Source: an optimization exercise on an open RTL-to-GDS flow (aim: small area, a short achievable clock period and few clock cycles per item). Production flows keep margins and buffers that such runs may drop. Only simulation tests tie the RTL to the original design; equivalence was not proved.

==> flow/design.v <==
module aes_dec_core (
    input  logic         clk,
    input  logic         rst,
    input  logic         start,
    input  logic [127:0] key,
    input  logic [127:0] ciphertext,
    input  logic         step_en,
    output logic         busy,
    output logic         done,
    output logic [127:0] plaintext
);
    function automatic logic [1:0] gf4_mul(input logic [1:0] a, input logic [1:0] b);
        logic t;
        t = a[1] & b[1];
        gf4_mul = {t ^ (a[1] & b[0]) ^ (a[0] & b[1]), t ^ (a[0] & b[0])};
    endfunction
    function automatic logic [3:0] gf16_mul(input logic [3:0] a, input logic [3:0] b);
        logic [1:0] t, u;
        t = gf4_mul(a[3:2], b[3:2]);
        u = gf4_mul(a[3:2] ^ a[1:0], b[3:2] ^ b[1:0]);
        gf16_mul = {u ^ gf4_mul(a[1:0], b[1:0]), {t[0] ^ t[1], t[1]} ^ gf4_mul(a[1:0], b[1:0])};
    endfunction
    function automatic logic [3:0] gf16_inv(input logic [3:0] a);
        case (a)
            4'h0: gf16_inv = 4'h0;
            4'h1: gf16_inv = 4'h1;
            4'h2: gf16_inv = 4'h3;
            4'h3: gf16_inv = 4'h2;
            4'h4: gf16_inv = 4'hf;
            4'h5: gf16_inv = 4'hc;
            4'h6: gf16_inv = 4'h9;
            4'h7: gf16_inv = 4'hb;
            4'h8: gf16_inv = 4'ha;
            4'h9: gf16_inv = 4'h6;
            4'ha: gf16_inv = 4'h8;
            4'hb: gf16_inv = 4'h7;
            4'hc: gf16_inv = 4'h5;
            4'hd: gf16_inv = 4'he;
            4'he: gf16_inv = 4'hd;
            4'hf: gf16_inv = 4'h4;
            default: gf16_inv = 4'h0;
        endcase
    endfunction
    function automatic logic [7:0] gf256_inv(input logic [7:0] a);
        logic [3:0] d;
        d = gf16_inv({a[4] ^ a[3], a[5] ^ a[2] ^ a[3], a[5] ^ a[7] ^ a[1] ^ a[2], a[4] ^ a[5] ^ a[6] ^ a[7] ^ a[0] ^ a[1] ^ a[3]} ^ gf16_mul(a[7:4], a[3:0]));
        gf256_inv = {gf16_mul(a[7:4], d), gf16_mul(a[7:4] ^ a[3:0], d)};
    endfunction
    function automatic logic [7:0] inv_sbox_a(input logic [7:0] x);
        inv_sbox_a = gf256_inv({x[1] ^ x[2] ^ x[6] ^ x[7], ~(x[0] ^ x[3]), x[3] ^ x[4] ^ x[5] ^ x[6], ~(x[1] ^ x[2] ^ x[7]), ~(x[5] ^ x[7]), x[1] ^ x[2] ^ x[6], x[2] ^ x[3] ^ x[5] ^ x[6], x[3]});
    endfunction
    function automatic logic [7:0] inv_sbox_b(input logic [7:0] t);
        inv_sbox_b = {t[1] ^ t[2] ^ t[5], t[2] ^ t[3] ^ t[6] ^ t[7], t[1] ^ t[2] ^ t[5] ^ t[7], t[1] ^ t[3] ^ t[4], t[1] ^ t[4] ^ t[6] ^ t[7], t[1] ^ t[4] ^ t[5], t[4] ^ t[6] ^ t[7], t[0] ^ t[1] ^ t[2] ^ t[4]};
    endfunction
    function automatic logic [7:0] sbox_a(input logic [7:0] x);
        sbox_a = gf256_inv({x[5] ^ x[7], x[1] ^ x[2] ^ x[3] ^ x[4] ^ x[5] ^ x[6], x[1] ^ x[4] ^ x[6] ^ x[7], x[2] ^ x[3] ^ x[4] ^ x[6] ^ x[7], x[1] ^ x[2] ^ x[6] ^ x[7], x[3] ^ x[4] ^ x[6], x[1] ^ x[3], x[0] ^ x[1] ^ x[2] ^ x[3] ^ x[7]});
    endfunction
    function automatic logic [7:0] sbox_b(input logic [7:0] t);
        sbox_b = {t[2] ^ t[7], ~(t[4] ^ t[7]), ~(t[2] ^ t[3] ^ t[7]), t[0] ^ t[2] ^ t[3] ^ t[4] ^ t[5], t[0], t[0] ^ t[1] ^ t[2] ^ t[3] ^ t[4], ~(t[0] ^ t[1] ^ t[3] ^ t[7]), ~(t[0] ^ t[6])};
    endfunction
    function automatic logic [7:0] xtime(input logic [7:0] x);
        xtime = {x[6:0], 1'b0} ^ (x[7] ? 8'h1b : 8'h00);
    endfunction
    function automatic logic [7:0] inv_xtime(input logic [7:0] x);
        inv_xtime = x[0] ? {1'b1, x[7:1] ^ 7'h0d} : {1'b0, x[7:1]};
    endfunction
    function automatic logic [31:0] inv_mix_col(input logic [31:0] col);
        logic [7:0] a0, a1, a2, a3, b0, b1, b2, b3, u, v, t;
        a0 = col[31:24];
        a1 = col[23:16];
        a2 = col[15:8];
        a3 = col[7:0];
        u  = xtime(xtime(a0 ^ a2));
        v  = xtime(xtime(a1 ^ a3));
        b0 = a0 ^ u;
        b1 = a1 ^ v;
        b2 = a2 ^ u;
        b3 = a3 ^ v;
        t  = b0 ^ b1 ^ b2 ^ b3;
        inv_mix_col = {b0 ^ t ^ xtime(b0 ^ b1), b1 ^ t ^ xtime(b1 ^ b2),
                       b2 ^ t ^ xtime(b2 ^ b3), b3 ^ t ^ xtime(b3 ^ b0)};
    endfunction
    function automatic logic [127:0] inv_mix(input logic [127:0] s);
        inv_mix = {inv_mix_col(s[127:96]), inv_mix_col(s[95:64]),
                   inv_mix_col(s[63:32]), inv_mix_col(s[31:0])};
    endfunction
    function automatic logic [127:0] round_a(input logic [127:0] s);
        logic [127:0] o;
        logic [3:0]   dst;
        logic [3:0]   src;
        o = '0;
        for (int i = 0; i < 16; i++) begin
            dst = 4'(i);
            src = {dst[3:2] - dst[1:0], dst[1:0]};
            o[127 - 8*i -: 8] = inv_sbox_a(s[127 - 8*int'(src) -: 8]);
        end
        round_a = o;
    endfunction
    function automatic logic [127:0] round_b(input logic [127:0] p);
        logic [127:0] o;
        o = '0;
        for (int i = 0; i < 16; i++) o[127 - 8*i -: 8] = inv_sbox_b(p[127 - 8*i -: 8]);
        round_b = o;
    endfunction
    function automatic logic [31:0] key_a(input logic [31:0] w);
        key_a = {sbox_a(w[23:16]), sbox_a(w[15:8]), sbox_a(w[7:0]), sbox_a(w[31:24])};
    endfunction
    function automatic logic [31:0] key_b(input logic [31:0] m);
        key_b = {sbox_b(m[31:24]), sbox_b(m[23:16]), sbox_b(m[15:8]), sbox_b(m[7:0])};
    endfunction
    logic [127:0] s_r, p_r, ra_r, rb_r;
    logic [31:0]  m_r;
    logic         a_act_r, b_act_r;
    logic [7:0]   a_rc_r, b_rc_r;
    logic [127:0] k0c_r;           
    logic         kv_r;            
    logic [127:0] pt_r;
    logic         busy_r, done_r;
    logic         x_act_r;         
    logic         x_rdy_r;         
    logic         x_half_r;        
    logic [127:0] x_ct_r;
    logic [127:0] x_k_r;           
    logic [31:0]  x_m_r;
    logic [7:0]   x_rc_r;
    logic [127:0] kdec, z, x_next, ld_src;
    logic [31:0]  x_sub;
    logic         fin, afree, hit, accept, direct, mv, to_x, load;
    assign kdec = {rb_r[127:96] ^ key_b(m_r) ^ {b_rc_r, 24'h0}, rb_r[127:96] ^ rb_r[95:64],
                   rb_r[95:64] ^ rb_r[63:32], rb_r[63:32] ^ rb_r[31:0]};
    assign z    = round_b(p_r) ^ kdec;
    assign fin  = b_act_r && (b_rc_r == 8'h01);
    assign afree = !b_act_r || fin;
    assign x_sub = key_b(x_m_r);
    always_comb begin
        x_next[127:96] = x_k_r[127:96] ^ x_sub ^ {x_rc_r, 24'h0};
        x_next[95:64]  = x_k_r[95:64] ^ x_next[127:96];
        x_next[63:32]  = x_k_r[63:32] ^ x_next[95:64];
        x_next[31:0]   = x_k_r[31:0] ^ x_next[63:32];
    end
    assign hit    = kv_r && (key == k0c_r);
    assign accept = start && !busy_r;
    assign direct = accept && hit && step_en && afree;
    assign to_x   = accept && !direct;
    assign mv     = x_act_r && x_rdy_r && step_en && afree;
    assign load   = direct || mv;
    assign ld_src = mv ? x_ct_r : ciphertext;
    always_ff @(posedge clk) begin
        if (rst) begin
            a_act_r <= 1'b0;
            b_act_r <= 1'b0;
            x_act_r <= 1'b0;
            kv_r    <= 1'b0;
            busy_r  <= 1'b0;
            done_r  <= 1'b0;
        end else begin
            done_r <= step_en && fin;
            if (step_en) begin
                b_act_r <= a_act_r;
                a_act_r <= load || (b_act_r && !fin);
            end
            if (to_x) begin
                x_act_r <= 1'b1;
                kv_r    <= hit;
            end else if (mv) begin
                x_act_r <= 1'b0;
            end else if (x_act_r && !x_rdy_r && step_en && x_half_r && x_rc_r == 8'h36) begin
                kv_r    <= 1'b1;
            end
            busy_r <= to_x || (x_act_r && !mv);
        end
        if (step_en) begin
            p_r    <= round_a(s_r);
            rb_r   <= ra_r;
            m_r    <= key_a(ra_r[31:0] ^ ra_r[63:32]);
            b_rc_r <= a_rc_r;
            if (load) begin
                s_r    <= ld_src ^ x_k_r;
                ra_r   <= x_k_r;
                a_rc_r <= 8'h36;
            end else begin
                s_r    <= inv_mix(z);
                ra_r   <= kdec;
                a_rc_r <= inv_xtime(b_rc_r);
            end
            if (fin) pt_r <= z;
        end
        if (to_x && !hit) x_k_r <= key;
        if (to_x) begin
            x_rdy_r  <= hit;
            x_half_r <= 1'b0;
            x_ct_r   <= ciphertext;
            x_rc_r   <= 8'h01;
            k0c_r    <= key;
        end else if (x_act_r && !x_rdy_r && step_en) begin
            x_half_r <= !x_half_r;
            if (x_half_r) begin
                x_k_r  <= x_next;
                x_rc_r <= xtime(x_rc_r);
                if (x_rc_r == 8'h36) x_rdy_r <= 1'b1;
            end
        end
        if (step_en) x_m_r <= key_a(x_k_r[31:0]);
    end
    assign busy      = busy_r;
    assign done      = done_r;
    assign plaintext = pt_r;
endmodule
clock: 8.0 ns
lec_check: 0
cap_margin: 20
cell_pad_in_sites_detail_placement: 1
cell_pad_in_sites_global_placement: 2
core_margin: 2
core_utilization: 50
place_density: 0.7
setup_slack_margin: 3.2
slew_margin: 20
standard.sh (not shown) runs the stock make flow with config.mk's settings and CLKGATE_MAP_FILE= SYNTH_SCRIPT=/design/flow/synth_recipe.tcl, a recipe that flattens the netlist after the stock synthesis.
==> flow/flow/run.sh <==
#!/bin/bash
# Standard ORFS layout, with the synthesis technology mapping done by the ABC
# script in flow/abc_speed.script (area-oriented mapping, then sizing).
set -euo pipefail
cd "$(dirname "${BASH_SOURCE[0]}")/.."
W=$PWD
rm -rf "$W/scripts_own"
cp -r "$FLOW_HOME/scripts" "$W/scripts_own"
cp "$W/flow/abc_speed.script" "$W/scripts_own/abc_speed.script"
bash standard.sh SCRIPTS_DIR="$W/scripts_own" finish > "$W/standard_flow.log" 2>&1
==> flow/flow/abc_speed.script <==
&get -n
&st
&dch -f
&nf
&put
topo
stime -c
buffer -c
upsize -c
dnsize -c
The baseline finished with max-capacitance violations, max-slew violations left.
Testbench counts at the start, summed over its fixed seeds: cycles 6,396, blocks 560.
==> next run, changes <==
==> flow/flow/abc_speed.script (replaced) <==
&get -n
&st
&dch -f
&nf
&put
--- a/flow/config.mk
+++ b/flow/config.mk
@@ -10,6 +10,6 @@
 export CELL_PAD_IN_SITES_GLOBAL_PLACEMENT = 2
 export CORE_MARGIN = 2
-export CORE_UTILIZATION = 50
-export PLACE_DENSITY = 0.7
+export CORE_UTILIZATION = 30
+export PLACE_DENSITY = 0.5
 export SETUP_SLACK_MARGIN = 3.2
 export SLEW_MARGIN = 20
After rerunning: Now the flow completed with no timing, DRC or antenna violations. Utilization drops by 22 points. Global-route usage drops by 11 points. Final cell count climbs by 15%. Die area climbs by 63%. Setup slack improves by 0.084 ns. Area after synthesis drops by 1.6%. Wire length climbs by 10%. Critical path depth drops by 4.
==> next run, changes <==
==> flow/flow/abc_speed.script (replaced) <==
&get -n
&st
&dch -f
&nf
&put
topo
stime -c
buffer -c
upsize -c
dnsize -c
--- a/flow/config.mk
+++ b/flow/config.mk
@@ -12,4 +12,4 @@
 export CORE_UTILIZATION = 30
 export PLACE_DENSITY = 0.5
-export SETUP_SLACK_MARGIN = 3.2
+export SETUP_SLACK_MARGIN = 3.8
 export SLEW_MARGIN = 20
The changed run finished with timing, DRC and antenna clean.
Design area climbs by 19%.
Wire length climbs by about 12%.
Setup slack improves by 0.34 ns.
Count of clock-buffer cells in the layout drops by 14.
==> next run, changes <==
--- a/flow/config.mk
+++ b/flow/config.mk
@@ -12,4 +12,4 @@
 export CORE_UTILIZATION = 30
 export PLACE_DENSITY = 0.5
-export SETUP_SLACK_MARGIN = 3.8
+export SETUP_SLACK_MARGIN = 3.5
 export SLEW_MARGIN = 20
Outcome: The changed run passed the timing, DRC and antenna checks; via count went down by 5.0%; maximum frequency went down by 0.61%; global-route usage went down by 1.6 points.
==> next run, changes <==
--- a/flow/config.mk
+++ b/flow/config.mk
@@ -12,4 +12,4 @@
 export CORE_UTILIZATION = 30
 export PLACE_DENSITY = 0.5
-export SETUP_SLACK_MARGIN = 3.5
+export SETUP_SLACK_MARGIN = 3.2
 export SLEW_MARGIN = 20
The changed run completed with no timing, DRC or antenna violations.
Cell count drops by a few percent.
Final area is lower by a few percent.
Area after synthesis stays the same.
Utilization drops by 2.1 points.
Worst hold slack got worse by 0.012 ns.
Sequential share of layout area goes up by 1.7 points.
Sequential cell count stays the same.
Global-route usage hardly moves.
Wire length went down slightly.
Register-to-register slack degrades by 0.11 ns.

-- what the ideal ports hide --
How much do the figures lean on ideal ports? The routed layouts below were timed once more, with nothing changed but the port constraints.
Step 1: set_driving_cell puts a clkbuf_16 on clk and a buf_2 on each other input, an assumption about the parent block.
Step 2, shift: input delay + t, output delay - t, t = (earliest + latest rising clock arrival at the registers) / 2. This alone moves slack from input paths to output paths.
a / b / c = ideal ports / drivers / drivers and shift; a / b = the first two.
| run | shift t [ns] | setup WS [ns] | worst setup path at the end | clock arrival spread, ns |
|---|---|---|---|---|
| the first run | 0.867 | 3.067 / 3.138 / 2.272 | input to register | 0.039 / 0.039 |
| the second run | 0.919 | 3.151 / 3.151 / 2.253 | input to register | 0.071 / 0.071 |
| the third run | 0.926 | 3.492 / 3.492 / 2.717 | input to register | 0.055 / 0.055 |
| the fourth run | 0.903 | 3.464 / 3.464 / 2.670 | input to register | 0.036 / 0.036 |
| the fifth run | 0.931 | 3.337 / 3.348 / 2.444 | input to register | 0.070 / 0.070 |
The setup slack of the second run, which loses most, moves by 0.000 ns with the drivers and by -0.898 ns with both steps.
